From an optimization exercise on the open Yosys and OpenROAD flow, aimed at small area, a short achievable clock period and few clock cycles; shortcuts taken in it are not production practice.
In this exercise RTL edits were held to simulation tests only and were not proved equivalent to the original.
No activity file was given, so power comes from the tool's default toggle rates.

[design/flow/run.sh]
#!/bin/bash
# synth_recipe.tcl (not shown) runs the flow's synth.tcl, then flattens the netlist and writes it again
# the make line also repeats each setting of config.mk as NAME=value (left out here)
make -C /OpenROAD-flow-scripts/flow DESIGN_CONFIG=/design/flow/config.mk WORK_HOME=/design/flow/orfs CLKGATE_MAP_FILE= SYNTH_SCRIPT=/design/flow/synth_recipe.tcl finish
[design/flow/config.mk]
export PLATFORM = sky130hd
export DESIGN_NAME = alu_multiciclo
export DESIGN_NICKNAME = alu_multiciclo
export VERILOG_FILES = /design/flow/design.v
export SDC_FILE = /design/flow/constraint.sdc
export NUM_CORES = 4
export LEC_CHECK = 0
export ABC_AREA = 1
export CAP_MARGIN = 20
export CORE_MARGIN = 2
export CORE_UTILIZATION = 40
export SETUP_SLACK_MARGIN = 2.5
export SLEW_MARGIN = 20
[design/flow/constraint.sdc]
create_clock -name core_clock -period 8.0 [get_ports {clock}]
set_input_delay 1.6000 -clock core_clock [delete_from_list [all_inputs] [get_ports {clock}]]
set_output_delay 1.6000 -clock core_clock [all_outputs]
set_load 0.01 [all_outputs]
[design/flow/design.v]
package alu_pkg;
    localparam logic [4:0] OP_ADD   = 5'b00000;
    localparam logic [4:0] OP_SUB   = 5'b00010;
    localparam logic [4:0] OP_AND   = 5'b00100;
    localparam logic [4:0] OP_OR    = 5'b00101;
    localparam logic [4:0] OP_NOR   = 5'b00110;
    localparam logic [4:0] OP_XOR   = 5'b00111;
    localparam logic [4:0] OP_SLT   = 5'b01000;
    localparam logic [4:0] OP_SLTU  = 5'b01001;
    localparam logic [4:0] OP_SLL   = 5'b01010;
    localparam logic [4:0] OP_SRL   = 5'b01011;
    localparam logic [4:0] OP_SRA   = 5'b01100;
    localparam logic [4:0] OP_MULT  = 5'b10000;
    localparam logic [4:0] OP_MULTU = 5'b10001;
    localparam logic [4:0] OP_DIV   = 5'b10010;
    localparam logic [4:0] OP_DIVU  = 5'b10011;
    localparam logic [4:0] OP_MFHI  = 5'b10100;
    localparam logic [4:0] OP_MFLO  = 5'b10101;
    localparam int S_IDLE = 0;   
    localparam int S_NEGA = 1;   
    localparam int S_NEGB = 2;   
    localparam int S_DSET = 3;   
    localparam int S_DIT  = 4;   
    localparam int S_FIXR = 5;   
    localparam int S_FIXQ = 6;   
    localparam int S_MSET = 7;   
    localparam int S_MIT  = 8;   
    localparam int NST    = 9;
    function automatic logic eh_muldiv(input logic [4:0] op);
        eh_muldiv = (op[4:2] == 3'b100);
    endfunction
endpackage
module add_sk #(
    parameter int W = 32
) (
    input  logic [W-1:0] a,
    input  logic [W-1:0] b,
    input  logic         cin,
    output logic [W:0]   s
);
    logic [W-1:0] g, p, gg, pp, c;
    always_comb begin
        g  = a & b;
        p  = a ^ b;
        gg = g;
        pp = p;
        for (int d = 1; d < W; d = d * 2) begin
            for (int i = 0; i < W; i++) begin
                if ((i / d) % 2 == 1) begin
                    gg[i] = gg[i] | (pp[i] & gg[(i / d) * d - 1]);
                    pp[i] = pp[i] & pp[(i / d) * d - 1];
                end
            end
        end
        c = gg | (pp & {W{cin}});
        s[0] = p[0] ^ cin;
        for (int i = 1; i < W; i++) s[i] = p[i] ^ c[i-1];
        s[W] = c[W-1];
    end
endmodule
module incdec #(
    parameter int W = 29
) (
    input  logic [W-1:0] x,
    input  logic         s,
    input  logic         c,
    output logic [W-1:0] y
);
    logic [W-1:0] an, ao;
    always_comb begin
        logic [W-1:0] aa, oo;
        aa = x;
        oo = x;
        for (int d = 1; d < W; d = d * 2) begin
            for (int i = 0; i < W; i++) begin
                if ((i / d) % 2 == 1) begin
                    aa[i] = aa[i] & aa[(i / d) * d - 1];
                    oo[i] = oo[i] | oo[(i / d) * d - 1];
                end
            end
        end
        an = aa;
        ao = oo;
        y[0] = x[0] ^ s ^ c;
        for (int i = 1; i < W; i++)
            y[i] = x[i] ^ s ^ (s ? (c | ao[i-1]) : (c & an[i-1]));
    end
endmodule
module sgnpos (
    input  logic [31:0] x,
    input  logic        sgn,
    output logic [5:0]  p,
    output logic        nz
);
    logic [32:0] v;
    assign v = {sgn ? 1'b0 : x[31], x[31:1] ^ x[30:0], x[0]};
    logic [63:0] vv;
    logic [31:0] ok1; logic [31:0]      ix1;
    logic [15:0] ok2; logic [15:0][1:0] ix2;
    logic [7:0]  ok3; logic [7:0][2:0]  ix3;
    logic [3:0]  ok4; logic [3:0][3:0]  ix4;
    logic [1:0]  ok5; logic [1:0][4:0]  ix5;
    assign vv = {31'b0, v};
    always_comb begin
        for (int i = 0; i < 32; i++) begin
            ok1[i] = vv[2*i+1] | vv[2*i];
            ix1[i] = vv[2*i+1];
        end
        for (int i = 0; i < 16; i++) begin
            ok2[i] = ok1[2*i+1] | ok1[2*i];
            ix2[i] = ok1[2*i+1] ? {1'b1, ix1[2*i+1]} : {1'b0, ix1[2*i]};
        end
        for (int i = 0; i < 8; i++) begin
            ok3[i] = ok2[2*i+1] | ok2[2*i];
            ix3[i] = ok2[2*i+1] ? {1'b1, ix2[2*i+1]} : {1'b0, ix2[2*i]};
        end
        for (int i = 0; i < 4; i++) begin
            ok4[i] = ok3[2*i+1] | ok3[2*i];
            ix4[i] = ok3[2*i+1] ? {1'b1, ix3[2*i+1]} : {1'b0, ix3[2*i]};
        end
        for (int i = 0; i < 2; i++) begin
            ok5[i] = ok4[2*i+1] | ok4[2*i];
            ix5[i] = ok4[2*i+1] ? {1'b1, ix4[2*i+1]} : {1'b0, ix4[2*i]};
        end
        p = ok5[1] ? {1'b1, ix5[1]} : {1'b0, ix5[0]};
    end
    assign nz = |x;
endmodule
module negpow2 (
    input  logic [31:0] x,
    output logic        y
);
    assign y = x[31] && !(|(x[29:0] & ~x[30:1]));
endmodule
module alu_multiciclo
#(
    parameter int LARGURA = 32
) (
    input  logic               clock,
    input  logic               reset,
    input  logic               inicio,
    input  logic [4:0]         controle,
    input  logic [LARGURA-1:0] a,
    input  logic [LARGURA-1:0] b,
    output logic [LARGURA-1:0] saida,
    output logic               zero,
    output logic               overflow,
    output logic [LARGURA-1:0] hi,
    output logic [LARGURA-1:0] lo,
    output logic               ocupado,
    output logic               pronto
);
    logic [alu_pkg::NST-1:0] st_q, st_d;   
    logic        sgn_q;       
    logic        negq_q;      
    logic        negr_q;      
    logic        negb_q;      
    logic        swap_q;      
    logic [31:0] hi_q, lo_q;
    logic [32:0] m_q;         
    logic [35:0] qr_q;        
    logic [4:0]  cnt_q;       
    logic [31:0] saida_q;
    logic        ovf_q;
    logic        pronto_q;
    logic idle, emite, op_md, e_md, e_sc;
    logic s_mit, s_dit, s_mset, s_dset, s_nega, s_negb, s_fixr, s_fixq;
    assign idle   = st_q[alu_pkg::S_IDLE];
    assign s_mit  = st_q[alu_pkg::S_MIT];
    assign s_dit  = st_q[alu_pkg::S_DIT];
    assign s_mset = st_q[alu_pkg::S_MSET];
    assign s_dset = st_q[alu_pkg::S_DSET];
    assign s_nega = st_q[alu_pkg::S_NEGA];
    assign s_negb = st_q[alu_pkg::S_NEGB];
    assign s_fixr = st_q[alu_pkg::S_FIXR];
    assign s_fixq = st_q[alu_pkg::S_FIXQ];
    assign emite  = inicio && idle;
    assign op_md  = alu_pkg::eh_muldiv(controle);
    assign e_md   = emite && op_md;
    assign e_sc   = emite && !op_md;
    logic        sub;
    logic        z1, t1, n1, z0, t0, n0;
    logic [34:0] m35, x1, x0;
    logic [36:0] u, x1w, x0w, cs, cc;
    logic [37:0] sum;
    assign sub = (controle == alu_pkg::OP_SUB) || (controle[4:1] == 4'b0100);
    function automatic logic [5:0] booth2(input logic [4:0] w);
        logic z1f, t1f, z0f, t0f;
        z1f = (w[4:2] == 3'b000) || (w[4:2] == 3'b111);
        t1f = (w[4:2] == 3'b011) || (w[4:2] == 3'b100);
        z0f = (w[2:0] == 3'b000) || (w[2:0] == 3'b111);
        t0f = (w[2:0] == 3'b011) || (w[2:0] == 3'b100);
        booth2 = {z1f, t1f, w[4] && !z1f, z0f, t0f, w[2] && !z0f};
    endfunction
    logic [5:0] dctl_q, dctl_d;
    assign {z1, t1, n1, z0, t0, n0} = dctl_q;
    assign m35 = {{2{m_q[32]}}, m_q};
    assign x1  = z1 ? '0 : ((t1 ? {m35[33:0], 1'b0} : m35) ^ {35{n1}});
    assign x0  = z0 ? '0 : ((t0 ? {m35[33:0], 1'b0} : m35) ^ {35{n0}});
    assign u   = ({37{s_mit}}           & {hi_q[0], lo_q, 1'b0, n1, 2'b00})
               | ({37{s_dit}}           & {5'b0, hi_q})
               | ({37{s_nega | s_fixr}} & {5'b0, ~hi_q})
               | ({37{s_fixq}}          & {5'b0, ~lo_q});
    assign x1w = {x1, 2'b00};
    assign x0w = {{2{x0[34]}}, x0};
    assign cs  = u ^ x1w ^ x0w;
    assign cc  = (u & x1w) | (u & x0w) | (x1w & x0w);
    add_sk #(.W(37)) u_add (.a(cs), .b({cc[35:0], 1'b0}), .cin(n0), .s(sum));
    logic [1:0]  up_pos, up_neg;
    logic        up_inc, up_dec;
    logic [26:0] p_up;
    assign up_pos = {1'b0, sum[37]} + {1'b0, cc[36]};
    assign up_neg = {1'b0, x1[34]} + {1'b0, x0[34]};
    assign up_inc = (up_pos == up_neg + 2'd1);
    assign up_dec = (up_neg == up_pos + 2'd1);
    incdec #(.W(27)) u_up (.x(hi_q[27:1]), .s(up_dec), .c(up_inc), .y(p_up));
    logic [31:0] bx;
    logic [32:0] asum;
    logic        ovf_raw, slt, sltu;
    assign bx      = b ^ {32{sub}};
    add_sk #(.W(32)) u_alu_add (.a(a), .b(bx), .cin(sub), .s(asum));
    assign ovf_raw = (a[31] == bx[31]) && (asum[31] != a[31]);
    assign slt     = asum[31] ^ ovf_raw;
    assign sltu    = !asum[32];
    logic [31:0] sh_in, sh_r, sh_out, sh_src;
    logic [4:0]  sh_amt;
    logic        sh_fill;
    logic [31:0] sv [6];
    logic [31:0] mp, mc;
    assign mp = swap_q ? hi_q : m_q[31:0];
    assign mc = swap_q ? m_q[31:0] : hi_q;
    always_comb begin
        sh_src  = s_dset ? m_q[31:0] : mp;
        sh_fill = (controle == alu_pkg::OP_SRA) && a[31] && idle;
        for (int i = 0; i < 32; i++) begin
            if (idle) sh_in[i] = (controle == alu_pkg::OP_SLL) ? a[31-i] : a[i];
            else      sh_in[i] = sh_src[31-i];
        end
        if (idle)        sh_amt = b[4:0];
        else if (s_dset) sh_amt = cnt_q;
        else             sh_amt = {~cnt_q[2:0], 2'b00};
        sv[0] = sh_in;
        for (int k = 0; k < 5; k++) begin
            for (int i = 0; i < 32; i++) begin
                if (i + (1 << k) < 32)
                    sv[k+1][i] = sh_amt[k] ? sv[k][i + (1 << k)] : sv[k][i];
                else
                    sv[k+1][i] = sh_amt[k] ? sh_fill : sv[k][i];
            end
        end
        sh_r = sv[5];
        for (int i = 0; i < 32; i++) sh_out[i] = sh_r[31-i];
    end
    logic [31:0] lg, lp, lop;
    assign lg = a & bx;
    assign lp = a ^ bx;
    always_comb begin
        case (controle[1:0])
            2'b00:   lop = lg;
            2'b01:   lop = lg | lp;
            2'b10:   lop = ~(lg | lp);
            default: lop = lp;
        endcase
    end
    logic [31:0] res_d;
    logic        ovf_d;
    always_comb begin
        res_d = '0;
        case (controle)
            alu_pkg::OP_ADD, alu_pkg::OP_SUB: res_d = asum[31:0];
            alu_pkg::OP_AND, alu_pkg::OP_OR,
            alu_pkg::OP_NOR, alu_pkg::OP_XOR: res_d = lop;
            alu_pkg::OP_SLT:  res_d = {31'b0, slt};
            alu_pkg::OP_SLTU: res_d = {31'b0, sltu};
            alu_pkg::OP_SLL:  res_d = sh_out;
            alu_pkg::OP_SRL, alu_pkg::OP_SRA: res_d = sh_r;
            alu_pkg::OP_MFHI: res_d = hi_q;
            alu_pkg::OP_MFLO: res_d = lo_q;
            default: res_d = '0;
        endcase
        ovf_d = ((controle == alu_pkg::OP_ADD) || (controle == alu_pkg::OP_SUB)) && ovf_raw;
    end
    logic       sg;
    logic [5:0] pa, pb, pa_d, pb_d, dshift;
    logic       a_nz, b_nz, a_p2, b_p2;
    logic       swap;
    assign sg = !controle[0];
    sgnpos  u_pa (.x(a), .sgn(sg), .p(pa), .nz(a_nz));
    sgnpos  u_pb (.x(b), .sgn(sg), .p(pb), .nz(b_nz));
    negpow2 u_a2 (.x(a), .y(a_p2));
    negpow2 u_b2 (.x(b), .y(b_p2));
    assign swap   = (pa < pb);
    assign pa_d   = pa + {5'b0, sg && a_p2};
    assign pb_d   = pb + {5'b0, sg && b_p2};
    assign dshift = pa_d - pb_d;
    logic e_q0, e_dz, e_mz, e_fast;
    assign e_q0   = (pa_d < pb_d);
    assign e_dz   = !b_nz;
    assign e_mz   = !(a_nz && b_nz);
    assign e_fast = controle[1] ? (e_q0 || e_dz) : e_mz;
    logic last;
    assign last = (cnt_q == 5'd0);
    logic done;
    always_comb begin
        st_d = '0;
        done = 1'b0;
        if (idle) begin
            if (e_md && !e_fast) begin
                if (!controle[1])                  st_d[alu_pkg::S_MSET] = 1'b1;
                else if (!controle[0] && a[31])    st_d[alu_pkg::S_NEGA] = 1'b1;
                else if (!controle[0] && b[31])    st_d[alu_pkg::S_NEGB] = 1'b1;
                else                               st_d[alu_pkg::S_DSET] = 1'b1;
            end else begin
                st_d[alu_pkg::S_IDLE] = 1'b1;
                done = emite;
            end
        end
        if (s_nega) begin
            if (negb_q) st_d[alu_pkg::S_NEGB] = 1'b1;
            else        st_d[alu_pkg::S_DSET] = 1'b1;
        end
        if (s_negb) st_d[alu_pkg::S_DSET] = 1'b1;
        if (s_dset) st_d[alu_pkg::S_DIT] = 1'b1;
        if (s_dit) begin
            if (!last)       st_d[alu_pkg::S_DIT]  = 1'b1;
            else if (negr_q) st_d[alu_pkg::S_FIXR] = 1'b1;
            else if (negq_q) st_d[alu_pkg::S_FIXQ] = 1'b1;
            else             done = 1'b1;
        end
        if (s_fixr) begin
            if (negq_q) st_d[alu_pkg::S_FIXQ] = 1'b1;
            else        done = 1'b1;
        end
        if (s_fixq) done = 1'b1;
        if (s_mset) st_d[alu_pkg::S_MIT] = 1'b1;
        if (s_mit) begin
            if (!last) st_d[alu_pkg::S_MIT] = 1'b1;
            else       done = 1'b1;
        end
        if (done && !idle) st_d[alu_pkg::S_IDLE] = 1'b1;
    end
    always_comb begin
        if (st_d[alu_pkg::S_MIT])
            dctl_d = booth2(s_mset ? ((cnt_q == 5'd8) ? {4'b0000, mp[31]} : sh_out[31:27])
                                   : qr_q[31:27]);
        else
            dctl_d = {3'b100, !(st_d[alu_pkg::S_DIT] || st_d[alu_pkg::S_NEGB]), 2'b01};
    end
    logic        qbit, hi_sum, hi_hold, lo_hold, m_hold;
    logic [31:0] hi_n, lo_n;
    logic [32:0] m_n;
    assign qbit    = !sum[32];
    assign hi_sum  = s_nega || s_fixr || (s_dit && qbit);
    assign hi_hold = !(e_md || hi_sum || s_mit || s_mset);
    assign hi_n    = ({32{e_md && !(e_mz && !controle[1])}} & a)
                   | ({32{hi_sum}}  & sum[31:0])
                   | ({32{s_mit}}   & {p_up, sum[36:32]})
                   | ({32{hi_hold}} & hi_q);
    assign lo_hold = !(s_fixq || s_mit || s_dit || s_dset || s_mset || e_md);
    assign lo_n    = ({32{s_fixq || s_mit}}    & sum[31:0])
                   | ({32{s_dit}}              & {lo_q[30:0], qbit})
                   | ({32{e_md && controle[1] && e_dz}})
                   | ({32{lo_hold}}            & lo_q);
    assign m_hold  = !(e_md || s_negb || s_dset || s_dit || s_mset);
    assign m_n     = ({33{e_md}}                       & {sg && b[31], b})
                   | ({33{s_negb}}                     & {1'b0, sum[31:0]})
                   | ({33{s_dset}}                     & {1'b0, sh_out})
                   | ({33{s_dit}}                      & {1'b0, m_q[32:1]})
                   | ({33{s_mset}}                     & {sgn_q && mc[31], mc})
                   | ({33{m_hold}}                     & m_q);
    always_ff @(posedge clock) begin
        if (reset) begin
            st_q     <= '0;
            st_q[alu_pkg::S_IDLE] <= 1'b1;
            saida_q  <= '0;
            ovf_q    <= 1'b0;
            hi_q     <= '0;
            lo_q     <= '0;
            pronto_q <= 1'b0;
        end else begin
            st_q     <= st_d;
            pronto_q <= done;
            hi_q     <= hi_n;
            lo_q     <= lo_n;
            if (e_sc) begin
                saida_q <= res_d;
                ovf_q   <= ovf_d;
            end
        end
    end
    always_ff @(posedge clock) begin
        m_q <= m_n;
        if (e_md) begin
            sgn_q  <= sg;
            negq_q <= sg && (a[31] ^ b[31]);
            negr_q <= sg && a[31];
            negb_q <= sg && b[31];
            swap_q <= swap;
            cnt_q  <= controle[1] ? dshift[4:0] : {1'b0, swap ? pa[5:2] : pb[5:2]};
        end
        if (s_dit || s_mit) cnt_q <= cnt_q - 5'd1;
        if (s_mset) qr_q <= (cnt_q == 5'd8) ? {4'b0000, mp} : {sh_out, 4'b0000};
        dctl_q <= dctl_d;
        if (s_mit)  qr_q <= {qr_q[31:0], 4'b0000};
    end
    assign saida    = saida_q;
    assign zero     = (saida_q == '0);
    assign overflow = ovf_q;
    assign hi       = hi_q;
    assign lo       = lo_q;
    assign ocupado  = !idle;
    assign pronto   = pronto_q;
endmodule
==> results.toml, run 1 <==
[yosys]
synthDominantCellAreaShare = 0.1390
post_synth_edffs = 38
synthesis.instances = 3997
synthTopCellsByArea = "sky130_fd_sc_hd__nand2_1 (14%), sky130_fd_sc_hd__dfxtp_1 (12%), sky130_fd_sc_hd__nand3_1 (10%), sky130_fd_sc_hd__ha_1 (8.0%), sky130_fd_sc_hd__a21oi_1 (6.8%)"
post_synthesis_instance_area_mm2 = 0.02441
synthDistinctLibCells = 70
synth-main-ff-cell = "sky130_fd_sc_hd__dfxtp_1"
postSynthAreaPerCell_um2 = 6.108
synth_top_area_cell = "sky130_fd_sc_hd__nand2_1"
synth_most_common_cell = "sky130_fd_sc_hd__nand2_1"
synth-seq-area-share = 0.1698
synth.yosys.warnings = 6
number_of_nets_produced_by_synthesis = 4261
synth-seq-cells = 188
synth_common_cells = "sky130_fd_sc_hd__nand2_1 (904), sky130_fd_sc_hd__nand3_1 (511), sky130_fd_sc_hd__inv_1 (416)"
async_reset_ff_frac = 0

[power]
intPower_uw = 1951
p_leak_uw = 0.01275
power.clock.fraction = 0.261
share_comb_of_total_power = 0.433
p_sw_uw = 1782
sequentialPowerShare = 0.306
peak_supply_drop_v = 0.0001987
switching_power_share_of_the_total = 0.4773
power_per_cell_area_mw_per_mm2 = 121.6

[routing]
wl_um = 161800
detail_route.wl_per_cell_um = 32.30
antenna_left = 0
via_count = 33210
drt_first_pass_iters = 9
drt_iter0_markers = 5297
drt_drc_violations_left = 0
via_per_inst = 6.627

[placement]
finalWeightedCongestion = 1.100
buffer_ports.inserted = 171
placed_cells = 4833
pre_cts_setup_slack_ns = 0.9020
place_hpwl_um = 121000

[clock_network]
clock_tree_from_tritoncts = "done"
cts_htree_levels = 4
cts_sinks = 188
cts_max_path_buffers = 2
clkTransAtPathRegs_ns = 0.10
clock-root-buffer = "sky130_fd_sc_hd__clkbuf_16"
clk-insertion-delay-late_ns = 0.55
tritoncts_buffer_count = 17

[grt]
initial_antenna_violation_count = 3
global_route.overflow_total = 0
first_global_vias = 29010
track_usage = 0.4874
grt_max_degree = 67
grt_pass1_wl_um = 218200

[run_status]
outcome = "timing/DRC/antenna clean"

[die]
die-area_mm2 = 0.06302
die_height_um = 251.0
fp-row-count = 90
boundaryPins = 172
dieWidth_um = 251.0
core-area_mm2 = 0.06036
initial_standard_cell_utilization_of_the_core = 0.4045

[sta]
report.final.setup_viol = 0
max_slew_violation_count = 0
worst_slack_ns = 2.461
rsz0062_at_grt = "yes"
clock_skew_ns = 0.03058
max_slew_margin = 0.1656
fin_setup_tns_ns = 0
final_hold_viol_count = 0
fin_crit_sh = 0.6924
min_cycle_time_layout_ns = 5.539
worst_slew_pin_slew_ns = 1.243
fmax_mhz = 180.5

[critical_path]
crit_path_max_incr_delay_ns = 0.50
worstPathArrival_ns = 5.95
slowest_stage = "sky130_fd_sc_hd__fa_1"
cp_max_fo = 22
criticalPathCategory = "flop to flop"
critPathCaptureType = "flop"
critical_path_data_required_time_ns = 8.41
cp_launch_type = "flop"

[finish]
finalNonFillerCells = 5011
layout-drive-gt1-share = 0.1628
final_nets = 4477
layout-area-overhead-vs-synth_pct = 25.75

[min_path]
hold_class = "flop to flop"

[run]
maxCapViolations = 0
[flip-flops by register name (all words and copies together) (netlist names), 5 cells and up]
name / flops
dctl_q: 6
lo_q: 32
saida_q: 32
cnt_q: 5
st_q: 9
qr_q: 32
m_q: 33
hi_q: 32
[kinds of logic after synthesis]
kind of cell             share of synthesized area
AO/OA/AOI/OAI                               0.2503
flip-flops                                  0.1698
AND/OR/NAND/NOR                             0.3334
XOR/XNOR                                   0.03014
adder cells (fa/ha/maj)                     0.1095
buffers and inverters                       0.1070
[cells in the final DEF (no fill, tap or decap), drive strengths merged, types with 36 or more instances in the layout]
cell           netlist  routed
nand2              911     911
nand3              513     514
inv                440     419
a21oi              336     336
o21ai              331     331
nor2               256     256
buf                 72     239
ha                 156     156
dfxtp              150     150
clkdlybuf4s50        0     110
o22ai               95      95
nand4               80      80
o211ai              77      77
xor2                62      62
a221oi              53      53
clkbuf             142      52
nor3                44      44
edfxtp              38      38
fa                  36      36
[layout make-up]
cell class | instances | area [µm²]
Timing Repair Buffer | 408 | 3857
Sequential cell | 188 | 4175
Inverter | 448 | 1814
Tap cell | 782 | 978.4
Clock buffer | 17 | 425.4
Timing Repair inverter | 2 | 15.01
Antenna cell | 3 | 7.507
Multi-Input combinational cell | 3148 | 19240
Clock inverter | 15 | 181.4
Fill cell | 6360 | 29660
[critical path: cells and delay by family (launching register included)]
family / cells / cell delay, ns
buffers and inverters: 6 / 0.81
DFF: 1 / 0.39
AOI/OAI and AO/OA: 8 / 1.71
and+or+nand+nor: 11 / 1.22
adders and majority gates: 3 / 1.07
xor gates and xnor gates: 1 / 0.19
[worst paths after layout]
path                                 from       end  slack, ns  cells past startpoint
worst min-delay path                ovf_q     ovf_q       0.47                      2
worst min register to register      ovf_q     ovf_q       0.47                      2
worst max-delay path            dctl_q[4]  hi_q[31]       2.46                     29
worst max register to register  dctl_q[4]  hi_q[31]       2.46                     29
[power by group through the flow]
stage	Combinational [µW]	Clock, µW	Sequential (µW)
after floorplan	810	0	1110
after global placement	1370	0	1150
after detailed placement	1360	0	1140
after CTS	1410	967	1130
after global routing	1680	997	1140
final	1620	976	1140
[routing by layer]
layer  vias to the layer above  part of all wire  global-route usage
met2                      2725              0.37              0.6362
met1                     15620              0.39              0.6457
met4                        10             0.075              0.3034
met5                         -           0.00095                   0
met3                       582              0.16              0.2136
li1                      14270                 -                   -
[metrics by stage]
step	power [µW]	util	hold slack, ns	instance area, µm²
3_5_place_dp	2506	0.4466	0.4670	26960
6_report	3733	0.5086	0.4748	30700
4_1_cts	3502	0.4778	0.4810	28840
5_1_grt	3823	0.5085	0.5076	30690
3_3_place_gp	2520	0.4466	0.4585	26960
2_1_floorplan	1917	-	0.4412	24410
[timing repair]
item                                    CTS  global route
cloned                                    6             5
endpoints found under the setup margin   57            71
setup buffers                            64            68
gates resized for setup                 241           422
hold buffers                              0             0
pin swaps                                30            94
Testbench counts, summed over its fixed seeds: cycles 9,971.
==> run 2, diff against run 1 <==
--- a/design/flow/config.mk
+++ b/design/flow/config.mk
@@ -9,5 +9,5 @@
 export CAP_MARGIN = 20
 export CORE_MARGIN = 2
 export CORE_UTILIZATION = 40
-export SETUP_SLACK_MARGIN = 2.5
+export SETUP_SLACK_MARGIN = 3.0
 export SLEW_MARGIN = 20
==> results.toml, run 2 <==
[power]
switching_power_share_of_the_total = 0.4594
share_comb_of_total_power = 0.448
power_per_cell_area_mw_per_mm2 = 116.2
p_leak_uw = 0.01329
p_sw_uw = 1746
sequentialPowerShare = 0.302
power.clock.fraction = 0.251
fin_total_pwr_uw = 3800
intPower_uw = 2054
peak_supply_drop_v = 0.0001894

[die]
die-area_mm2 = 0.06302
boundaryPins = 172
dieWidth_um = 251.0
fp-row-count = 90
core-area_mm2 = 0.06036
initial_standard_cell_utilization_of_the_core = 0.4045
die_height_um = 251.0

[routing]
detail_route.wl_per_cell_um = 30.40
drt_iter0_markers = 5723
antenna_left = 0
drt_drc_violations_left = 0
via_count = 33470
via_per_inst = 6.566
wl_um = 155000
drt_first_pass_iters = 12

[clock_network]
clk-insertion-delay-late_ns = 0.52
tritoncts_buffer_count = 17
clock-root-buffer = "sky130_fd_sc_hd__clkbuf_16"
cts_sinks = 188
cts_max_path_buffers = 2
clkTransAtPathRegs_ns = 0.08
clock_tree_from_tritoncts = "done"
cts_hold_repair_buffers = 0
cts_htree_levels = 4

[yosys]
synth-seq-area-share = 0.1698
synthDistinctLibCells = 70
postSynthAreaPerCell_um2 = 6.108
synthDominantCellAreaShare = 0.1390
async_reset_ff_frac = 0
post_synth_edffs = 38
post_synthesis_instance_area_mm2 = 0.02441
synth-main-ff-cell = "sky130_fd_sc_hd__dfxtp_1"
number_of_nets_produced_by_synthesis = 4261
synth_top_area_cell = "sky130_fd_sc_hd__nand2_1"
synth_common_cells = "sky130_fd_sc_hd__nand2_1 (904), sky130_fd_sc_hd__nand3_1 (511), sky130_fd_sc_hd__inv_1 (416)"
synth-seq-cells = 188
synth_most_common_cell = "sky130_fd_sc_hd__nand2_1"
synth.yosys.warnings = 6
synthesis.instances = 3997
synthTopCellsByArea = "sky130_fd_sc_hd__nand2_1 (14%), sky130_fd_sc_hd__dfxtp_1 (12%), sky130_fd_sc_hd__nand3_1 (10%), sky130_fd_sc_hd__ha_1 (8.0%), sky130_fd_sc_hd__a21oi_1 (6.8%)"

[finish]
largest_reg_flops = 33
layout-area-overhead-vs-synth_pct = 33.91
multi_input_logic_area_mm2 = 0.02030
mostFrequentLayoutCell = "sky130_fd_sc_hd__nand2_1"
final_nets = 4563
seqCellArea_mm2 = 0.004204
final.fill_count = 6017
finalNonFillerCells = 5098
post-route-cell-area_mm2 = 0.03269
layout-drive-gt1-share = 0.2291
top_register = "m_q"
layout.cells.most_common_list = "sky130_fd_sc_hd__nand2_1 (852), sky130_fd_sc_hd__nand3_1 (488), sky130_fd_sc_hd__inv_1 (322)"

[placement]
placement.cell_area_mm2 = 0.02679
buffer_ports.inserted = 171
placed_cells = 4804
finalWeightedCongestion = 1.097
place_hpwl_um = 113400

[run_status]
outcome = "timing/DRC/antenna clean"

[sta]
worst_slew_pin_slew_ns = 1.234
rsz0062_at_grt = "yes"
fin_crit_sh = 0.6741
max_slew_margin = 0.1716
min_cycle_time_layout_ns = 5.392
fmax_mhz = 185.4
fin_setup_tns_ns = 0
clock_skew_ns = 0.01739
report.final.setup_viol = 0
final_hold_viol_count = 0
max_slew_violation_count = 0

[grt]
grt_pass1_wl_um = 211300
track_usage = 0.4666
initial_antenna_violation_count = 6
global_route.overflow_total = 0
first_global_vias = 29380
grt_max_degree = 80

[critical_path]
cp_max_fo = 8
crit_path_max_incr_delay_ns = 0.49
criticalPathCategory = "flop to flop"
cp_num_buf_inv = 10
critPathCaptureType = "flop"
slowest_stage = "sky130_fd_sc_hd__fa_1"
critical_path_data_required_time_ns = 8.40
timing.critical_path.mode_cell = "sky130_fd_sc_hd__inv_2"
cp_top_family = "simple AND/OR/NAND/NOR gates"
worstPathArrival_ns = 5.79
cp_launch_type = "flop"

[run]
maxCapViolations = 0

[min_path]
hold_class = "flop to flop"
[run 2: cell types whose count changed in the layout (fill, tap and decap cells not counted), sizes merged, moves of 4 or more]
cell / previous run / this run
clkdlybuf4s50: 110 / 101
buf: 239 / 332
clkinvlp: 29 / 42
clkdlybuf4s15: 6 / 2
nand2: 911 / 915
dlymetal6s2s: 11 / 2
clkinv: 17 / 13
inv: 419 / 414
[run 2: final timing paths]
kind,slack (ns),cells after the start,to,startpoint
worst max-delay path,2.61,33,hi_q[20],dctl_q[4]
worst min-delay path,0.47,2,ovf_q,ovf_q
worst max register to register,2.61,33,hi_q[20],dctl_q[4]
worst min register to register,0.47,2,ovf_q,ovf_q
[run 2: layout make-up]
| cell class | count | area share |
|---|---|---|
| inverter | 448 | 0.05875 |
| clock buffer | 21 | 0.01439 |
| timing repair buffer | 478 | 0.1409 |
| clock inverter | 11 | 0.003751 |
| tap | 782 | 0.02993 |
| sequential | 188 | 0.1286 |
| antenna | 4 | 0.0003062 |
| timing repair inverter | 11 | 0.002526 |
| multi-input combinational | 3155 | 0.6209 |
[run 2: worst reg2reg max path, delay by kind of cell, from the launching register on]
family | cells | cell delay (ns)
fa+ha+maj | 3 | 1.00
flops | 1 | 0.40
xor+xnor | 2 | 0.39
simple gates | 14 | 1.64
compound gates | 4 | 0.69
buf+inv | 10 | 1.16
[run 2: timing repair]
| action | 4_1_cts | 5_1_grt |
|---|---|---|
| buffers inserted | 148 | 79 |
| resized for setup | 697 | 516 |
| pin swaps | 92 | 152 |
| setup endpoints to repair | 81 | 68 |
| gates cloned | 22 | 9 |
| endpoints found under the hold margin | 0 | 0 |
[run 2: metal layers]
| metal | vias up | track usage | share of wire |
|---|---|---|---|
| met4 | 16 | 0.2951 | 0.080 |
| met1 | 15670 | 0.5975 | 0.37 |
| met2 | 2662 | 0.6349 | 0.39 |
| met5 | - | 0.01622 | 0.0030 |
| li1 | 14490 | - | - |
| met3 | 639 | 0.1993 | 0.16 |
[run 2: power by group through the flow]
stage          registers (µW)  clock network [µW]  logic, µW
2_1_floorplan            1110                   0        817
3_3_place_gp             1140                   0       1340
3_5_place_dp             1140                   0       1340
4_1_cts                  1130                 938       1470
5_1_grt                  1150                 970       1770
6_report                 1150                 953       1700
[run 2: cell families after synthesis]
family	share of synthesized area
buffers and inverters	0.1070
AO/OA/AOI/OAI	0.2503
adder cells (fa/ha/maj)	0.1095
flip-flops	0.1698
XOR/XNOR	0.03014
AND/OR/NAND/NOR	0.3334
[run 2: per-stage QoR]
step	utilization	hold slack, ns	worst slack, ns
after floorplan	-	0.4412	3.003
after global placement	0.4439	0.4661	1.109
after detailed placement	0.4439	0.4638	1.029
after CTS	0.5049	0.4740	2.820
after global routing	0.5415	0.5044	2.377
final	0.5416	0.4711	2.608
==> run 3, diff against run 2 <==
--- a/design/flow/config.mk
+++ b/design/flow/config.mk
@@ -9,5 +9,5 @@
 export CAP_MARGIN = 20
 export CORE_MARGIN = 2
 export CORE_UTILIZATION = 40
-export SETUP_SLACK_MARGIN = 3.0
+export SETUP_SLACK_MARGIN = 2.0
 export SLEW_MARGIN = 20
==> results.toml, run 3 <==
[run_status]
outcome = "timing/DRC/antenna clean"

[critical_path]
worstPathArrival_ns = 6.34
critical_path_data_required_time_ns = 8.41
timing.critical_path.mode_cell = "sky130_fd_sc_hd__inv_1"
crit_path_max_incr_delay_ns = 0.83
rr_endpoint = "hi_q[31]"
r2r-start = "st_q[8]"
setup.reg_to_reg.worst_slack_ns = 2.11
slowest_stage = "sky130_fd_sc_hd__clkdlybuf4s50_1"
cp_top_family = "simple AND/OR/NAND/NOR gates"
criticalPathCategory = "primary input to flop"
cp_num_buf_inv = 6
cp_launch_type = "primary input"
crit_path_cell_trace = "clkdlybuf4s50_1 -> nand2_1 -> nand4_1 -> nor4_1 -> and3_1 -> ha_1 -> inv_1 -> ha_1 -> inv_1 -> fa_1 -> a21oi_1 -> nor2_1 -> nor2_1 -> inv_1 -> nand2_1 -> inv_1 -> o21a_1 -> nor2_2 -> nor2_1 -> o21ai_2 -> nor2_1 -> inv_1 -> nor3_2"
cp_max_fo = 7
critPathCaptureType = "flop"
worst-r2r-cell-count = 29

[clock_network]
cts_max_path_buffers = 2
clkTransAtPathRegs_ns = 0.08
cts_htree_levels = 4
clock_tree_from_tritoncts = "done"
cts_sinks = 188
tritoncts_buffer_count = 17
clk-insertion-delay-late_ns = 0.56
clock-root-buffer = "sky130_fd_sc_hd__clkbuf_16"

[placement]
buffer_ports.inserted = 171
placement.cell_area_mm2 = 0.02696
placed_cells = 4833
place_hpwl_um = 121000
finalWeightedCongestion = 1.100

[power]
p_leak_uw = 0.01225
power_per_cell_area_mw_per_mm2 = 125.7
fin_total_pwr_uw = 3595
peak_supply_drop_v = 0.0002015

[sta]
fin_setup_tns_ns = 0
final_hold_viol_count = 0
fin_worst_hold_slack_ns = 0.4748
min_cycle_time_layout_ns = 5.935
clock_skew_ns = 0.03526
rsz0062_at_grt = "yes"
report.final.setup_viol = 0
worst_slew_pin_slew_ns = 1.214
fmax_mhz = 168.5
fin_crit_sh = 0.7419
max_slew_violation_count = 0
max_slew_margin = 0.1847

[die]
dieWidth_um = 251.0
core-area_mm2 = 0.06036
boundaryPins = 172
die-area_mm2 = 0.06302
die_height_um = 251.0
initial_standard_cell_utilization_of_the_core = 0.4045
fp-row-count = 90

[grt]
first_global_vias = 28340
initial_antenna_violation_count = 4
global_route.overflow_total = 0
grt_max_degree = 72
grt_pass1_wl_um = 212300
track_usage = 0.4740

[finish]
layout.cells.most_common_list = "sky130_fd_sc_hd__nand2_1 (898), sky130_fd_sc_hd__nand3_1 (505), sky130_fd_sc_hd__inv_1 (400)"
largest_reg_flops = 33
post-route-cell-area_mm2 = 0.02859
mostFrequentLayoutCell = "sky130_fd_sc_hd__nand2_1"
top_register = "m_q"
final_nets = 4377
finalNonFillerCells = 4909
layout-area-overhead-vs-synth_pct = 17.12
layout-drive-gt1-share = 0.08386

[routing]
detail_route.wl_per_cell_um = 32.14
via_count = 32400
via_per_inst = 6.601
drt_drc_violations_left = 0
antenna_left = 0
drt_iter0_markers = 5585
wl_um = 157800
drt_first_pass_iters = 8

[yosys]
synth-main-ff-cell = "sky130_fd_sc_hd__dfxtp_1"
postSynthAreaPerCell_um2 = 6.108
async_reset_ff_frac = 0
synthTopCellsByArea = "sky130_fd_sc_hd__nand2_1 (14%), sky130_fd_sc_hd__dfxtp_1 (12%), sky130_fd_sc_hd__nand3_1 (10%), sky130_fd_sc_hd__ha_1 (8.0%), sky130_fd_sc_hd__a21oi_1 (6.8%)"
synth-seq-area-share = 0.1698
synth.yosys.warnings = 6
synth_top_area_cell = "sky130_fd_sc_hd__nand2_1"
synthesis.instances = 3997
post_synthesis_instance_area_mm2 = 0.02441
number_of_nets_produced_by_synthesis = 4261
synthDominantCellAreaShare = 0.1390
post_synth_edffs = 38
synth_most_common_cell = "sky130_fd_sc_hd__nand2_1"
synth_common_cells = "sky130_fd_sc_hd__nand2_1 (904), sky130_fd_sc_hd__nand3_1 (511), sky130_fd_sc_hd__inv_1 (416)"
synth-seq-cells = 188
synthDistinctLibCells = 70

[min_path]
hold_depth = 2
hold_class = "flop to flop"
min_from = "ovf_q"
holdPathEnd = "ovf_q"

[run]
maxCapViolations = 0
[run 3: cell counts after synthesis]
Identical to the previous run, type by type.
[run 3: layout make-up]
cell class	count	area, µm²
multi-input cells	3147	18100
clock buffers	17	425.4
repair inverters	2	15.01
well taps	782	978.4
fillers	6555	31770
inverters	448	1727
flip-flops and latches	188	4163
clock inverters	15	181.4
repair buffers	309	3004
diodes	1	2.502
[run 3: worst max-delay path by stage]
stage | start | endpoint | slack (ns) | cells past startpoint
6_report | a[3] | st_q[1] | 2.07 | 23
5_1_grt | dctl_q[0] | hi_q[21] | 1.84 | 36
4_1_cts | dctl_q[0] | hi_q[21] | 1.95 | 37
3_5_place_dp | a[29] | st_q[2] | 0.90 | 33
3_3_place_gp | a[30] | st_q[1] | 0.90 | 30
2_1_floorplan | a[31] | st_q[2] | 2.62 | 32
[run 3: worst reg2reg max path: cells and delay by family (launching register included)]
family                     cells  cell delay (ns)
and+or+nand+nor               11             1.41
adders and majority gates      3             1.07
buffers and inverters          8             1.47
xor gates and xnor gates       1             0.26
DFF                            1             0.38
AOI/OAI and AO/OA              6             1.14
[run 3: stage by stage]
stage	util	setup slack (ns)
4_1_cts	0.4581	1.954
6_report	0.4737	2.065
2_1_floorplan	-	2.621
3_5_place_dp	0.4466	0.9020
5_1_grt	0.4737	1.842
3_3_place_gp	0.4466	0.9007
[run 3: report_power, final]
part           internal [µW]  leakage (µW)  switching, µW
clock                    428      0.000299            554
combinational            419        0.0104           1060
sequential              1030       0.00158            102
[run 3: logic make-up (layout without fill, tap and decap cells)]
family / Yosys count / in the layout / synth area share
buf+inv: 662 / 791 / 0.1070
other cells: 0 / 1 / 0
fa+ha+maj: 192 / 192 / 0.1095
compound gates: 1022 / 1022 / 0.2503
flops: 188 / 188 / 0.1698
simple gates: 1849 / 1849 / 0.3334
xor+xnor: 84 / 84 / 0.03014
[run 3: repair_timing]
item,in CTS,in global routing
endpoints found under the hold margin,0,0
pin swaps,0,19
buffers inserted,6,31
hold buffers,0,0
gates cloned,1,5
endpoints found under the setup margin,27,46
resized for setup,32,176
[run 3: layer usage]
metal	up-vias	global-route usage	wire [µm]
met1	15120	0.6377	61450
met3	560	0.1860	25480
met4	6	0.2832	11800
li1	14070	-	-
met2	2646	0.6287	59000
met5	-	0	46
==> run 4, diff against run 3 <==
--- a/design/flow/config.mk
+++ b/design/flow/config.mk
@@ -9,5 +9,5 @@
 export CAP_MARGIN = 20
 export CORE_MARGIN = 2
 export CORE_UTILIZATION = 40
-export SETUP_SLACK_MARGIN = 2.0
+export SETUP_SLACK_MARGIN = 1.5
 export SLEW_MARGIN = 20
==> results.toml, run 4 <==
[critical_path]
rr_endpoint = "hi_q[31]"
criticalPathCategory = "primary input to flop"
r2r-start = "dctl_q[2]"
worst-r2r-cell-count = 27
cp_max_fo = 15
cp_launch_type = "primary input"
cp_top_family = "buffers and inverters"
worstPathArrival_ns = 6.74
crit_path_max_incr_delay_ns = 0.77
cp_num_buf_inv = 8
critical_path_data_required_time_ns = 8.45
setup.reg_to_reg.worst_slack_ns = 1.83
timing.critical_path.mode_cell = "sky130_fd_sc_hd__nand2_1"
slowest_stage = "sky130_fd_sc_hd__xor2_1"
critPathCaptureType = "flop"

[sta]
max_slew_margin = 0.1985
fin_crit_sh = 0.7855
fin_setup_tns_ns = 0
rsz0062_at_grt = "no"
min_cycle_time_layout_ns = 6.284
final_hold_viol_count = 0
worst_slew_pin_slew_ns = 1.202
max_slew_violation_count = 0
fmax_mhz = 159.1
report.final.setup_viol = 0
clock_skew_ns = 0.03281

[clock_network]
clock_tree_from_tritoncts = "done"
clkTransAtPathRegs_ns = 0.09
tritoncts_buffer_count = 17
clock-root-buffer = "sky130_fd_sc_hd__clkbuf_16"
cts_max_path_buffers = 2
cts_htree_levels = 4
clk-insertion-delay-late_ns = 0.55
cts_sinks = 188

[routing]
drt_first_pass_iters = 7
via_per_inst = 6.597
detail_route.wl_per_cell_um = 31.73
route.top_layer_used = "met5"
route.met3.wl_um = 24380
routed-wl-met2_um = 58220
antenna_left = 0
via_count = 32160
drt_drc_violations_left = 0
detail_route.wirelength.met1_um = 60680
wl_um = 154700
drt_iter0_markers = 5335

[finish]
top_register = "m_q"
final.fill_count = 6604
post-route-cell-area_mm2 = 0.02779
largest_reg_flops = 33
seqCellArea_mm2 = 0.004155
mostFrequentLayoutCell = "sky130_fd_sc_hd__nand2_1"
layout-area-overhead-vs-synth_pct = 13.84
multi_input_logic_area_mm2 = 0.01773
layout.cells.most_common_list = "sky130_fd_sc_hd__nand2_1 (903), sky130_fd_sc_hd__nand3_1 (508), sky130_fd_sc_hd__inv_1 (407)"
final_nets = 4342
layout-drive-gt1-share = 0.05842

[die]
boundaryPins = 172
initial_standard_cell_utilization_of_the_core = 0.4045
die-area_mm2 = 0.06302
core-area_mm2 = 0.06036
dieWidth_um = 251.0
die_height_um = 251.0
fp-row-count = 90

[yosys]
synth-main-ff-cell = "sky130_fd_sc_hd__dfxtp_1"
synth_common_cells = "sky130_fd_sc_hd__nand2_1 (904), sky130_fd_sc_hd__nand3_1 (511), sky130_fd_sc_hd__inv_1 (416)"
synthesis.instances = 3997
synth_top_area_cell = "sky130_fd_sc_hd__nand2_1"
async_reset_ff_frac = 0
synthTopCellsByArea = "sky130_fd_sc_hd__nand2_1 (14%), sky130_fd_sc_hd__dfxtp_1 (12%), sky130_fd_sc_hd__nand3_1 (10%), sky130_fd_sc_hd__ha_1 (8.0%), sky130_fd_sc_hd__a21oi_1 (6.8%)"
synth-seq-area-share = 0.1698
synthDominantCellAreaShare = 0.1390
synth.yosys.warnings = 6
synthDistinctLibCells = 70
post_synthesis_instance_area_mm2 = 0.02441
number_of_nets_produced_by_synthesis = 4261
synth-seq-cells = 188
post_synth_edffs = 38
postSynthAreaPerCell_um2 = 6.108
synth_most_common_cell = "sky130_fd_sc_hd__nand2_1"

[grt]
track_usage = 0.4722
global_route.overflow_total = 0
initial_antenna_violation_count = 6
first_global_vias = 28250
grt_max_degree = 72
grt_pass1_wl_um = 211700

[placement]
buffer_ports.inserted = 171
place_hpwl_um = 121000
placement.cell_area_mm2 = 0.02696
finalWeightedCongestion = 1.100

[run]
maxCapViolations = 0

[power]
p_leak_uw = 0.01187
power_per_cell_area_mw_per_mm2 = 128.3
peak_supply_drop_v = 0.0001955

[min_path]
holdPathEnd = "ovf_q"
hold_depth = 2
min_from = "ovf_q"
hold_class = "flop to flop"

[run_status]
outcome = "timing/DRC/antenna clean"
run 4: how the worst max path moves through the flow:
| stage | startpoint | endpoint | slack, ns | cells past startpoint |
|---|---|---|---|---|
| 2_1_floorplan | a[31] | st_q[2] | 2.62 | 32 |
| 3_3_place_gp | a[30] | st_q[1] | 0.90 | 30 |
| 3_5_place_dp | a[29] | st_q[2] | 0.90 | 33 |
| 4_1_cts | a[19] | st_q[2] | 1.57 | 32 |
| 5_1_grt | dctl_q[0] | hi_q[21] | 1.50 | 35 |
| 6_report | controle[1] | saida_q[0] | 1.72 | 26 |
run 4: area by class of cell:
type                    count  area share
clock inverters            15    0.006528
inverters                 448     0.06127
flip-flops and latches    188      0.1495
well taps                 782     0.03521
repair buffers            275     0.09382
repair inverters            1   0.0002701
diodes                      2   0.0001801
clock buffers              17     0.01531
multi-input cells        3147      0.6379
run 4: kinds of logic (layout without fill, tap and decap cells):
logic type | count (synthesis) | count (layout) | share of synthesized area
flops | 188 | 188 | 0.1698
fa+ha+maj | 192 | 192 | 0.1095
xor+xnor | 84 | 84 | 0.03014
simple gates | 1849 | 1849 | 0.3334
other cells | 0 | 2 | 0
compound gates | 1022 | 1022 | 0.2503
buf+inv | 662 | 756 | 0.1070
run 4: per-layer routing:
metal / global-route usage / vias up
li1: - / 14000
met1: 0.6344 / 15030
met2: 0.6264 / 2627
met3: 0.1850 / 487
met4: 0.2845 / 10
met5: 0 / -
run 4: worst reg2reg max path: stages (launching register included):
cell and delay, ns:
sky130_fd_sc_hd__dfxtp_1 0.62, sky130_fd_sc_hd__clkinvlp_4 0.50, sky130_fd_sc_hd__o21ai_0 0.18, sky130_fd_sc_hd__a21oi_1 0.08
sky130_fd_sc_hd__fa_1 0.51, sky130_fd_sc_hd__ha_1 0.33, sky130_fd_sc_hd__a21oi_1 0.23, sky130_fd_sc_hd__o21a_1 0.20
sky130_fd_sc_hd__o211ai_1 0.09, sky130_fd_sc_hd__buf_4 0.18, sky130_fd_sc_hd__a21oi_2 0.25, sky130_fd_sc_hd__nand2_1 0.09
sky130_fd_sc_hd__nand2_1 0.06, sky130_fd_sc_hd__nand3_1 0.08, sky130_fd_sc_hd__nand2_1 0.10, sky130_fd_sc_hd__inv_1 0.04
sky130_fd_sc_hd__nor2_1 0.14, sky130_fd_sc_hd__inv_1 0.06, sky130_fd_sc_hd__ha_1 0.28, sky130_fd_sc_hd__xor2_1 0.17
sky130_fd_sc_hd__nand2_1 0.43, sky130_fd_sc_hd__buf_4 0.45, sky130_fd_sc_hd__xor2_1 0.24, sky130_fd_sc_hd__nand3_1 0.10
sky130_fd_sc_hd__nand3_1 0.35, sky130_fd_sc_hd__nand3_1 0.13, sky130_fd_sc_hd__nor2_1 0.11, sky130_fd_sc_hd__nor2_1 0.04
run 4: timing repair:
action                                  in CTS  in global routing
hold buffers                                 0                  0
cloned                                       0                  1
buffers inserted                             0                  7
endpoints found under the setup margin       3                 34
resized for setup                            1                 39
run 4: report_power, final:
part           switching [µW]  leakage [µW]  internal [µW]  total (µW)
combinational            1050       0.00999            407        1450
clock                     551      0.000299            428         979
sequential                100       0.00158           1030        1130
run 4: metrics by stage:
step	total power, µW	hold slack (ns)	instances	setup WS, ns	util
3_3_place_gp	2520	0.4585	4833	0.9007	0.4466
2_1_floorplan	1917	0.4412	3997	2.621	-
3_5_place_dp	2506	0.4670	4833	0.9020	0.4466
5_1_grt	3653	0.5076	4873	1.504	0.4604
4_1_cts	3458	0.4810	4865	1.570	0.4567
6_report	3565	0.4751	4875	1.716	0.4604
==> run 5, diff against run 4 <==
--- a/design/flow/config.mk
+++ b/design/flow/config.mk
@@ -9,5 +9,5 @@
 export CAP_MARGIN = 20
 export CORE_MARGIN = 2
 export CORE_UTILIZATION = 40
-export SETUP_SLACK_MARGIN = 1.5
+export SETUP_SLACK_MARGIN = 1.0
 export SLEW_MARGIN = 20
==> results.toml, run 5 <==
[run_status]
outcome = "timing/DRC/antenna clean"

[yosys]
post_synthesis_instance_area_mm2 = 0.02441
synth-seq-cells = 188
postSynthAreaPerCell_um2 = 6.108
post_synth_edffs = 38
synth.yosys.warnings = 6
synth-main-ff-cell = "sky130_fd_sc_hd__dfxtp_1"
synth_common_cells = "sky130_fd_sc_hd__nand2_1 (904), sky130_fd_sc_hd__nand3_1 (511), sky130_fd_sc_hd__inv_1 (416)"
synth_most_common_cell = "sky130_fd_sc_hd__nand2_1"
synth-seq-area-share = 0.1698
synthTopCellsByArea = "sky130_fd_sc_hd__nand2_1 (14%), sky130_fd_sc_hd__dfxtp_1 (12%), sky130_fd_sc_hd__nand3_1 (10%), sky130_fd_sc_hd__ha_1 (8.0%), sky130_fd_sc_hd__a21oi_1 (6.8%)"
number_of_nets_produced_by_synthesis = 4261
synth_top_area_cell = "sky130_fd_sc_hd__nand2_1"
synthDominantCellAreaShare = 0.1390
synthesis.instances = 3997
async_reset_ff_frac = 0
synthDistinctLibCells = 70

[critical_path]
critical_path_data_required_time_ns = 8.39
criticalPathCategory = "primary input to flop"
crit_path_max_incr_delay_ns = 0.81
timing.critical_path.mode_cell = "sky130_fd_sc_hd__inv_1"
slowest_stage = "sky130_fd_sc_hd__clkdlybuf4s50_1"
cp_top_family = "buffers and inverters"
cp_launch_type = "primary input"
cp_max_fo = 6
worstPathArrival_ns = 6.97
critPathCaptureType = "flop"
cp_num_buf_inv = 9
setup.reg_to_reg.worst_slack_ns = 1.43

[die]
initial_standard_cell_utilization_of_the_core = 0.4045
core-area_mm2 = 0.06036
die_height_um = 251.0
fp-row-count = 90
die-area_mm2 = 0.06302
dieWidth_um = 251.0
boundaryPins = 172

[clock_network]
cts_hold_repair_buffers = 0
cts-resized-gates = 0
clock-root-buffer = "sky130_fd_sc_hd__clkbuf_16"
clock_tree_from_tritoncts = "done"
cts_htree_levels = 4
post_cts_buffers = 0
clkTransAtPathRegs_ns = 0.08
clk-insertion-delay-late_ns = 0.55
cts_max_path_buffers = 2
cts_sinks = 188
tritoncts_buffer_count = 17

[power]
peak_supply_drop_v = 0.0001971
p_leak_uw = 0.01172
fin_total_pwr_uw = 3554
power_per_cell_area_mw_per_mm2 = 128.9

[finish]
layout-drive-gt1-share = 0.05266
mostFrequentLayoutCell = "sky130_fd_sc_hd__nand2_1"
post-route-cell-area_mm2 = 0.02758
layout.cells.most_common_list = "sky130_fd_sc_hd__nand2_1 (904), sky130_fd_sc_hd__nand3_1 (510), sky130_fd_sc_hd__inv_1 (413)"
postLayoutCoreUtil = 0.4569
largest_reg_flops = 33
final_nets = 4334
layout-area-overhead-vs-synth_pct = 12.97
top_register = "m_q"

[sta]
min_cycle_time_layout_ns = 6.579
fin_setup_tns_ns = 0
worst_slew_pin_slew_ns = 1.215
fmax_mhz = 152.0
clock_skew_ns = 0.03094
max_slew_violation_count = 0
max_slew_margin = 0.1841
rsz0062_at_grt = "no"
worst_slack_ns = 1.421
report.final.setup_viol = 0
fin_crit_sh = 0.8224
final_hold_viol_count = 0

[grt]
global_route.overflow_total = 0
grt_pass1_wl_um = 211700
initial_antenna_violation_count = 5
first_global_vias = 28250
grt_max_degree = 72
track_usage = 0.4722

[min_path]
hold_class = "flop to flop"

[routing]
drt_iter0_markers = 5128
detail_route.wl_per_cell_um = 31.55
via_count = 31890
drt_drc_violations_left = 0
antenna_left = 0
wl_um = 153600
drt_first_pass_iters = 10
via_per_inst = 6.550

[placement]
finalWeightedCongestion = 1.100
place_hpwl_um = 121000
pre_cts_setup_slack_ns = 0.9020
buffer_ports.inserted = 171
placement.cell_area_mm2 = 0.02696

[run]
maxCapViolations = 0
run 5: cell counts after synthesis:
No cell type changed its count.
run 5: cells by family after synthesis:
group	share of synthesized area
simple gates	0.3334
compound gates	0.2503
xor+xnor	0.03014
buf+inv	0.1070
fa+ha+maj	0.1095
flops	0.1698
run 5: worst min-delay path, cell delays in order (launching register included):
cell and delay (ns):
sky130_fd_sc_hd__dfxtp_1 0.32, sky130_fd_sc_hd__nand2_1 0.06, sky130_fd_sc_hd__a21oi_1 0.05
run 5: where the power goes:
group / leakage [µW] / internal, µW / switching [µW] / total [µW]
logic: 0.00984 / 405 / 1040 / 1450
clock network: 0.000299 / 428 / 550 / 977
registers: 0.00158 / 1030 / 99.4 / 1130
total: 0.0117 / 1860 / 1690 / 3550
run 5: worst paths after layout:
path,start,to,cells past startpoint
setup / recovery,a[19],st_q[1],30
hold / removal,ovf_q,ovf_q,2
setup reg to reg,st_q[6],hi_q[18],36
hold reg to reg,ovf_q,ovf_q,2
run 5: per-layer routing:
layer	track usage	up-vias	routed length, µm
met2	0.6264	2477	58370
met5	0	-	40
met3	0.1850	460	23320
met4	0.2845	6	10640
met1	0.6344	14980	61200
li1	-	13960	-
run 5: final cells by class:
| type | instances | area (µm²) |
|---|---|---|
| fill | 6636 | 32780 |
| timing repair buffer | 268 | 2475 |
| clock buffer | 17 | 425.4 |
| multi-input combinational | 3147 | 17670 |
| inverter | 448 | 1684 |
| clock inverter | 15 | 181.4 |
| tap | 782 | 978.4 |
| sequential | 188 | 4154 |
| antenna | 3 | 7.507 |
run 5: per-stage QoR:
stage               hold WS, ns  cells
finish                   0.4748   4868
global route             0.5076   4865
CTS                      0.4810   4865
detailed placement       0.4670   4833
global placement         0.4585   4833
floorplan                0.4412   3997
==> run 6, diff against run 5 <==
--- a/design/flow/design.v
+++ b/design/flow/design.v
@@ -155,10 +155,9 @@
     logic        negq_q;      
     logic        negr_q;      
     logic        negb_q;      
-    logic        swap_q;      
     logic [31:0] hi_q, lo_q;
     logic [32:0] m_q;         
-    logic [35:0] qr_q;        
+    logic [36:0] qr_q;        
     logic [4:0]  cnt_q;       
     logic [31:0] saida_q;
     logic        ovf_q;
@@ -226,19 +225,15 @@
     logic [4:0]  sh_amt;
     logic        sh_fill;
     logic [31:0] sv [6];
-    logic [31:0] mp, mc;
-    assign mp = swap_q ? hi_q : m_q[31:0];
-    assign mc = swap_q ? m_q[31:0] : hi_q;
     always_comb begin
-        sh_src  = s_dset ? m_q[31:0] : mp;
+        sh_src  = m_q[31:0];
         sh_fill = (controle == alu_pkg::OP_SRA) && a[31] && idle;
         for (int i = 0; i < 32; i++) begin
             if (idle) sh_in[i] = (controle == alu_pkg::OP_SLL) ? a[31-i] : a[i];
             else      sh_in[i] = sh_src[31-i];
         end
-        if (idle)        sh_amt = b[4:0];
-        else if (s_dset) sh_amt = cnt_q;
-        else             sh_amt = {~cnt_q[2:0], 2'b00};
+        if (idle) sh_amt = b[4:0];
+        else      sh_amt = cnt_q;
         sv[0] = sh_in;
         for (int k = 0; k < 5; k++) begin
             for (int i = 0; i < 32; i++) begin
@@ -306,7 +301,7 @@
         done = 1'b0;
         if (idle) begin
             if (e_md && !e_fast) begin
-                if (!controle[1])                  st_d[alu_pkg::S_MSET] = 1'b1;
+                if (!controle[1])                  st_d[alu_pkg::S_MIT]  = 1'b1;
                 else if (!controle[0] && a[31])    st_d[alu_pkg::S_NEGA] = 1'b1;
                 else if (!controle[0] && b[31])    st_d[alu_pkg::S_NEGB] = 1'b1;
                 else                               st_d[alu_pkg::S_DSET] = 1'b1;
@@ -332,7 +327,6 @@
             else        done = 1'b1;
         end
         if (s_fixq) done = 1'b1;
-        if (s_mset) st_d[alu_pkg::S_MIT] = 1'b1;
         if (s_mit) begin
             if (!last) st_d[alu_pkg::S_MIT] = 1'b1;
             else       done = 1'b1;
@@ -341,32 +335,40 @@
     end
     always_comb begin
         if (st_d[alu_pkg::S_MIT])
-            dctl_d = booth2(s_mset ? ((cnt_q == 5'd8) ? {4'b0000, mp[31]} : sh_out[31:27])
-                                   : qr_q[31:27]);
+            dctl_d = booth2(s_mit ? pairsel(qr_q, cnt_q[3:0] - 4'd1) : (swap ? wa : wb));
         else
             dctl_d = {3'b100, !(st_d[alu_pkg::S_DIT] || st_d[alu_pkg::S_NEGB]), 2'b01};
     end
+    function automatic logic [4:0] pairsel(input logic [36:0] w, input logic [3:0] k);
+        pairsel = w[4*k +: 5];
+    endfunction
+    logic [36:0] ya, yb;
+    logic [4:0]  wa, wb;
+    assign ya = {{4{sg && a[31]}}, a, 1'b0};
+    assign yb = {{4{sg && b[31]}}, b, 1'b0};
+    assign wa = pairsel(ya, pa[5:2]);
+    assign wb = pairsel(yb, pb[5:2]);
     logic        qbit, hi_sum, hi_hold, lo_hold, m_hold;
     logic [31:0] hi_n, lo_n;
     logic [32:0] m_n;
     assign qbit    = !sum[32];
     assign hi_sum  = s_nega || s_fixr || (s_dit && qbit);
-    assign hi_hold = !(e_md || hi_sum || s_mit || s_mset);
-    assign hi_n    = ({32{e_md && !(e_mz && !controle[1])}} & a)
+    assign hi_hold = !(e_md || hi_sum || s_mit);
+    assign hi_n    = ({32{e_md && controle[1]}} & a)
                    | ({32{hi_sum}}  & sum[31:0])
                    | ({32{s_mit}}   & {p_up, sum[36:32]})
                    | ({32{hi_hold}} & hi_q);
-    assign lo_hold = !(s_fixq || s_mit || s_dit || s_dset || s_mset || e_md);
+    assign lo_hold = !(s_fixq || s_mit || s_dit || s_dset || e_md);
     assign lo_n    = ({32{s_fixq || s_mit}}    & sum[31:0])
                    | ({32{s_dit}}              & {lo_q[30:0], qbit})
                    | ({32{e_md && controle[1] && e_dz}})
                    | ({32{lo_hold}}            & lo_q);
-    assign m_hold  = !(e_md || s_negb || s_dset || s_dit || s_mset);
-    assign m_n     = ({33{e_md}}                       & {sg && b[31], b})
+    assign m_hold  = !(e_md || s_negb || s_dset || s_dit);
+    assign m_n     = ({33{e_md && (controle[1] || swap)}} & {sg && b[31], b})
+                   | ({33{e_md && !controle[1] && !swap}} & {sg && a[31], a})
                    | ({33{s_negb}}                     & {1'b0, sum[31:0]})
                    | ({33{s_dset}}                     & {1'b0, sh_out})
                    | ({33{s_dit}}                      & {1'b0, m_q[32:1]})
-                   | ({33{s_mset}}                     & {sgn_q && mc[31], mc})
                    | ({33{m_hold}}                     & m_q);
     always_ff @(posedge clock) begin
         if (reset) begin
@@ -395,13 +397,11 @@
             negq_q <= sg && (a[31] ^ b[31]);
             negr_q <= sg && a[31];
             negb_q <= sg && b[31];
-            swap_q <= swap;
             cnt_q  <= controle[1] ? dshift[4:0] : {1'b0, swap ? pa[5:2] : pb[5:2]};
         end
         if (s_dit || s_mit) cnt_q <= cnt_q - 5'd1;
-        if (s_mset) qr_q <= (cnt_q == 5'd8) ? {4'b0000, mp} : {sh_out, 4'b0000};
+        if (e_md) qr_q <= swap ? ya : yb;
         dctl_q <= dctl_d;
-        if (s_mit)  qr_q <= {qr_q[31:0], 4'b0000};
     end
     assign saida    = saida_q;
     assign zero     = (saida_q == '0);
--- a/design/flow/config.mk
+++ b/design/flow/config.mk
@@ -9,5 +9,5 @@
 export CAP_MARGIN = 20
 export CORE_MARGIN = 2
 export CORE_UTILIZATION = 40
-export SETUP_SLACK_MARGIN = 1.0
+export SETUP_SLACK_MARGIN = 2.0
 export SLEW_MARGIN = 20
==> results.toml, run 6 <==
[yosys]
synth-seq-area-share = 0.1674
synth.yosys.warnings = 6
async_reset_ff_frac = 0
post_synth_edffs = 41
synth_top_area_cell = "sky130_fd_sc_hd__nand2_1"
synthDominantCellAreaShare = 0.1560
synth-main-ff-cell = "sky130_fd_sc_hd__dfxtp_1"
postSynthAreaPerCell_um2 = 6.011
post_synthesis_instance_area_mm2 = 0.02469
synth_most_common_cell = "sky130_fd_sc_hd__nand2_1"
synthTopCellsByArea = "sky130_fd_sc_hd__nand2_1 (16%), sky130_fd_sc_hd__dfxtp_1 (12%), sky130_fd_sc_hd__nand3_1 (9.4%), sky130_fd_sc_hd__ha_1 (7.9%), sky130_fd_sc_hd__o21ai_0 (6.5%)"
synth-seq-cells = 186
synth_common_cells = "sky130_fd_sc_hd__nand2_1 (1026), sky130_fd_sc_hd__nand3_1 (464), sky130_fd_sc_hd__inv_1 (427)"
number_of_nets_produced_by_synthesis = 4371
synthesis.instances = 4108
synthDistinctLibCells = 69

[grt]
global_route.overflow_total = 0
initial_antenna_violation_count = 4
grt_pass1_wl_um = 205500
grt_max_degree = 64
first_global_vias = 28360
track_usage = 0.4494

[sta]
report.final.setup_viol = 0
worst_slack_ns = 2.105
max_slew_margin = 0.1207
final_hold_viol_count = 0
fmax_mhz = 169.6
min_cycle_time_layout_ns = 5.895
fin_crit_sh = 0.7368
rsz0062_at_grt = "yes"
max_slew_violation_count = 0
worst_slew_pin_slew_ns = 1.305
clock_skew_ns = 0.02135
fin_setup_tns_ns = 0

[critical_path]
cp_num_buf_inv = 2
critical_path_data_required_time_ns = 8.45
crit_path_cell_trace = "clkdlybuf4s50_1 -> nor2_2 -> inv_1 -> nor2_4 -> nand2_1 -> nand3_1 -> o21ai_0 -> nand2_1 -> nand3_1 -> nand3_1 -> nand3_1 -> nand3_1 -> nand3_1 -> nand4_1 -> nand2_1 -> a21oi_1"
cp_max_fo = 40
crit_path_max_incr_delay_ns = 0.85
worstPathArrival_ns = 6.34
cp_launch_type = "primary input"
critPathCaptureType = "flop"
criticalPathCategory = "primary input to flop"
timing.critical_path.mode_cell = "sky130_fd_sc_hd__nand3_1"
slowest_stage = "sky130_fd_sc_hd__nor2_4"
cp_top_family = "simple AND/OR/NAND/NOR gates"

[routing]
wl_um = 148900
routed-wl-met2_um = 59500
drt_first_pass_iters = 6
route.top_layer_used = "met5"
via_per_inst = 6.420
via_count = 32270
drt_drc_violations_left = 0
drt_iter0_markers = 5187
antenna_left = 0
detail_route.wirelength.met1_um = 55270
detail_route.wl_per_cell_um = 29.63
route.met3.wl_um = 21140

[clock_network]
clock_tree_from_tritoncts = "done"
cts_sinks = 186
tritoncts_buffer_count = 17
cts_htree_levels = 4
cts_hold_repair_buffers = 0
cts_max_path_buffers = 2
clk-insertion-delay-late_ns = 0.53
clock-root-buffer = "sky130_fd_sc_hd__clkbuf_16"
clkTransAtPathRegs_ns = 0.08

[finish]
post-route-cell-area_mm2 = 0.02860
mostFrequentLayoutCell = "sky130_fd_sc_hd__nand2_1"
largest_registers = "m_q x33, qr_q x33"
final_nets = 4482
final.fill_count = 6633
layout-drive-gt1-share = 0.08365
layout-area-overhead-vs-synth_pct = 15.84
layout.cells.most_common_list = "sky130_fd_sc_hd__nand2_1 (1020), sky130_fd_sc_hd__nand3_1 (461), sky130_fd_sc_hd__inv_1 (417)"

[die]
die-area_mm2 = 0.06373
die_height_um = 252.5
fp-row-count = 91
core-area_mm2 = 0.06137
boundaryPins = 172
initial_standard_cell_utilization_of_the_core = 0.4023
dieWidth_um = 252.5

[min_path]
hold_class = "flop to flop"

[run]
maxCapViolations = 0

[power]
power_per_cell_area_mw_per_mm2 = 135.3
fin_total_pwr_uw = 3870
p_leak_uw = 0.01304
peak_supply_drop_v = 0.0001310

[placement]
buffer_ports.inserted = 171
placement.cell_area_mm2 = 0.02726
finalWeightedCongestion = 1.093
pre_cts_setup_slack_ns = 0.8201
place_hpwl_um = 114200

[run_status]
outcome = "timing/DRC/antenna clean"
-- run 6: changes by cell type in the layout (fill, tap and decap cells not counted), sizes merged, moves of 33 or more --
cell           delta
a21oi            -34
xor2             +40
nor2             +33
clkdlybuf4s50    -38
nand3            -42
buf              +44
nand2           +136
-- run 6: cell type report --
type	instances	area (µm²)	share of cell area
diodes	4	10.01	0.0003500
clock buffers	18	429.2	0.01500
clock inverters	14	146.4	0.005118
inverters	473	1817	0.06352
multi-input cells	3226	18090	0.6324
flip-flops and latches	186	4158	0.1454
well taps	790	988.4	0.03456
repair buffers	314	2959	0.1035
repair inverters	1	7.507	0.0002625
-- run 6: metal layers --
layer	global-route usage	up-vias
met5	0	-
met4	0.3143	10
met3	0.1410	565
met2	0.6381	2610
met1	0.5747	14850
li1	-	14240
-- run 6: tightest hold or removal path, cell delays in order (launching register included) --
cell	delay (ns)
sky130_fd_sc_hd__dfxtp_1	0.32
sky130_fd_sc_hd__nand2_1	0.06
sky130_fd_sc_hd__a21oi_1	0.06
-- run 6: logic make-up after synthesis --
kind of cell / share of synthesized area
AOI/OAI and AO/OA: 0.2220
xor gates and xnor gates: 0.03902
adders and majority gates: 0.1077
buffers and inverters: 0.1106
DFF: 0.1674
muxes: 0.0008108
and+or+nand+nor: 0.3524
-- run 6: through the flow --
stage | hold WS (ns) | std cells | utilization
after detailed placement | 0.4664 | 4945 | 0.4443
final | 0.4799 | 5026 | 0.4661
after floorplan | 0.4492 | 4108 | -
after CTS | 0.4795 | 4992 | 0.4573
after global routing | 0.5043 | 5022 | 0.4659
after global placement | 0.4699 | 4945 | 0.4443
-- run 6: path summary, 6_finish.rpt --
check | slack [ns] | endpoint | depth (start not counted) | startpoint
hold reg to reg | 0.48 | ovf_q | 2 | ovf_q
setup / recovery | 2.11 | saida_q[10] | 16 | controle[0]
setup reg to reg | 2.18 | hi_q[22] | 33 | st_q[8]
hold / removal | 0.48 | ovf_q | 2 | ovf_q
-- run 6: report_power, final --
part           switching [µW]  leakage (µW)  internal, µW
Clock                     501      0.000281           417
Combinational            1280        0.0112           504
Sequential                128       0.00156          1040
Total                    1910        0.0130          1960
-- run 6: what timing repair did --
item,in CTS,in global routing
setup buffers,15,26
endpoints found under the setup margin,83,68
resized for setup,52,94
pin swaps,0,8
cloned,0,4
hold endpoints to repair,0,0
Testbench counts of run 6, summed over its fixed seeds: cycles 9,391.

-- separate check: timing with driven ports --
How much do the figures lean on ideal ports? The routed layouts below were timed once more, with nothing changed but the port constraints. Step 1 assumes that a clkbuf_16 drives the clock port and a buf_2 every other input. Step 2 times the ports against the registers' clock, not the clock port: input delays grow and output delays shrink by t, the midpoint of the rising clock arrivals with the driver on. Slacks: ideal / step 1 / step 2; pairs: ideal / step 1.
run	t (ns)	slack for setup (ns)	latest minus earliest clock arrival (ns)
run 1	0.595	2.461 / 2.461 / 2.001	0.030 / 0.031
run 2	0.569	2.608 / 2.608 / 2.505	0.018 / 0.017
run 3	0.601	2.065 / 2.102 / 1.501	0.036 / 0.035
run 4	0.595	1.716 / 1.756 / 1.161	0.033 / 0.033
run 5	0.595	1.421 / 1.430 / 0.866	0.032 / 0.033
run 6	0.584	2.105 / 2.151 / 1.567	0.021 / 0.022
After both steps every run listed still meets setup and hold. The setup slack of run 3, which loses most, moves by +0.037 ns with the drivers and by -0.564 ns with both steps.
